Source: an optimization exercise on an open RTL-to-GDS flow (aim: small area, a short achievable clock period and few clock cycles per item). Production flows keep margins and buffers that such runs may drop.
Function was checked by simulation only, so behaviour that the tests miss may differ from the original.
Power is estimated from default activity; no workload was simulated.

Design lc4_ooo_core, start of the top module:
module lc4_ooo_core (
   input  logic        gwe,
   input  logic        rst_n,
   output logic [15:0] imem_addr,
   input  logic [15:0] imem_out,
   output logic        commit_valid,
   output logic [15:0] commit_pc,
   output logic [15:0] commit_insn,
   output logic [15:0] commit_value,
   output logic        commit_we,
   output logic [2:0]  commit_reg,
   output logic [2:0]  commit_nzp
);
   logic [15:0] pc_f;
   logic        d_valid;
   logic [15:0] d_insn;
   logic        x_valid, x_we, x_mulph;
   logic [15:0] x_insn, x_a, x_b;
   logic [7:0]  x_one, x_two, x_neg;    
   logic        c_valid, c_we, c_zero;
   logic [15:0] c_pc, c_insn, c_value;
   logic [15:0] rf [8];
   logic [7:0]  rf_ok;
   logic        x_sub, x_and, x_or, x_xor, x_mul;
   logic        stall, x_wr;
   logic [15:0] sum, res, mul_s, mul_c;
   assign stall = x_valid && x_mul && !x_mulph;    
   assign sum   = x_a + (x_b ^ {16{x_sub}}) + {15'd0, x_sub};
   lc4_mul_csa i_mul (.a(x_a), .one(x_one), .two(x_two), .neg(x_neg), .s(mul_s), .c(mul_c));
   always_comb begin
      if (x_and)
         res = x_a & x_b;
      else if (x_or)
         res = x_a | x_b;
      else if (x_xor)
         res = x_a ^ x_b;
      else
         res = sum;
   end
   assign x_wr = x_valid && x_we && !stall;
   logic [3:0]  d_op;
   logic [2:0]  d_rs, d_rt, d_fn;
   logic [15:0] rf_a, rf_b, d_imm, a_next, b_next;
   logic [7:0]  b_one, b_two, b_neg;
   logic        d_arith, d_logic, d_const, d_imm_sel, d_not, byp_a, byp_b, use_a, d_mul;
   assign d_op      = d_insn[15:12];
   assign d_fn      = d_insn[5:3];
   assign d_rs      = d_insn[8:6];
   assign d_rt      = d_insn[2:0];
   assign d_arith   = (d_op == lc4_pkg::OP_ARITH);
   assign d_logic   = (d_op == lc4_pkg::OP_LOGIC);
   assign d_const   = (d_op == lc4_pkg::OP_CONST);
   assign d_not     = d_logic && (d_fn == 3'b001);
   assign d_mul     = d_arith && (d_fn == 3'b001);
   assign d_imm_sel = d_const || d_not || (d_fn[2] && (d_arith || d_logic));
  ...
==> flow/config.mk <==
export PLATFORM = sky130hd
export DESIGN_NAME = lc4_ooo_core
export DESIGN_NICKNAME = lc4_ooo_core
export VERILOG_FILES = /design/flow/design.v
export SDC_FILE = /design/flow/constraint.sdc
export NUM_CORES = 4
export LEC_CHECK = 0
export CAP_MARGIN = 20
export CORE_MARGIN = 2
export CORE_UTILIZATION = 40
export CTS_CLUSTER_DIAMETER = 130
export CTS_CLUSTER_SIZE = 26
export SLEW_MARGIN = 20
==> flow/constraint.sdc <==
create_clock -name core_clock -period 9.0 [get_ports {gwe}]
set_input_delay 1.8000 -clock core_clock [delete_from_list [all_inputs] [get_ports {gwe}]]
set_output_delay 1.8000 -clock core_clock [all_outputs]
set_load 0.01 [all_outputs]
standard.sh (not shown) runs the stock make flow with config.mk's settings and CLKGATE_MAP_FILE= SYNTH_SCRIPT=/design/flow/synth_recipe.tcl, a recipe that flattens the netlist after the stock synthesis.
==> flow/flow/run.sh <==
#!/bin/bash
# Standard layout (the standard.sh), with plain buffers on the ports and a
# tighter setup repair target. Each tool's output goes to a log in this folder.
set -euo pipefail
bash standard.sh BUFFER_PORTS_ARGS="-buffer_cell sky130_fd_sc_hd__buf_1" SETUP_SLACK_MARGIN=5.7 finish > flow_make.log 2>&1
The first run went through all stages and came out clean.
Testbench counts at the start, summed over its fixed seeds: cycles 17,590, items 16,000.
Then changed:
Settings changed: CTS_CLUSTER_DIAMETER 130 to 120, CTS_CLUSTER_SIZE 26 to 22.
Effect: Clock power grows by a little under a tenth; non-clock buffer count came out lower by 16; worst setup slack gets better by 13 ps; total power is higher slightly; cell count drops slightly.
Then changed:
==> flow/flow/run.sh (replaced) <==
#!/bin/bash
# Standard layout (the standard.sh), with plain buffers on the ports and a
# tighter setup repair target. Each tool's output goes to a log in this folder.
set -euo pipefail
bash standard.sh BUFFER_PORTS_ARGS="-buffer_cell sky130_fd_sc_hd__buf_1" SETUP_SLACK_MARGIN=5.5 finish > flow_make.log 2>&1
Sequential share of layout area rose by 0.65 points. Wire length went up by about 0.8%. Synthesized area stays the same. Clock-buffer cell count stays the same. Utilization is lower by 0.83 points.
Then changed:
==> flow/flow/run.sh (replaced) <==
#!/bin/bash
# Standard layout (the standard.sh), with plain buffers on the ports and a
# tighter setup repair target. Each tool's output goes to a log in this folder.
set -euo pipefail
bash standard.sh BUFFER_PORTS_ARGS="-buffer_cell sky130_fd_sc_hd__buf_1" SETUP_SLACK_MARGIN=5.95 finish > flow_make.log 2>&1
What happened: The changed run ran to the end with no violations. Synthesized area is unchanged. Synthesized cell count stays the same. Cell count grows by a few percent. Total power grows by a few percent.

## re-timing with driven ports
The results above use ideal ports. As a check the final layouts listed here were re-extracted and re-timed, cells and wires unchanged.
Step 1 sets driving cells, clkbuf_16 on the clock port and buf_2 on the other inputs (assumed; they add their load-dependent delay and slew).
Step 2, shift: input delay + t, output delay - t, t = (earliest + latest rising clock arrival at the registers) / 2. This alone moves slack from input paths to output paths.
Three values: no drivers, after step 1, after step 2; two values: the first two.
| run | shift t [ns] | slack for setup (ns) | clock arrival spread, ns |
|---|---|---|---|
| the first run | 0.558 | 5.704 / 5.704 / 5.704 | 0.019 / 0.019 |
| the second run | 0.572 | 5.717 / 5.717 / 5.717 | 0.037 / 0.037 |
| the third run | 0.568 | 5.536 / 5.536 / 5.536 | 0.023 / 0.023 |
| the fourth run | 0.564 | 5.839 / 5.839 / 5.839 | 0.025 / 0.025 |
After both steps setup and hold are still met in every run listed.
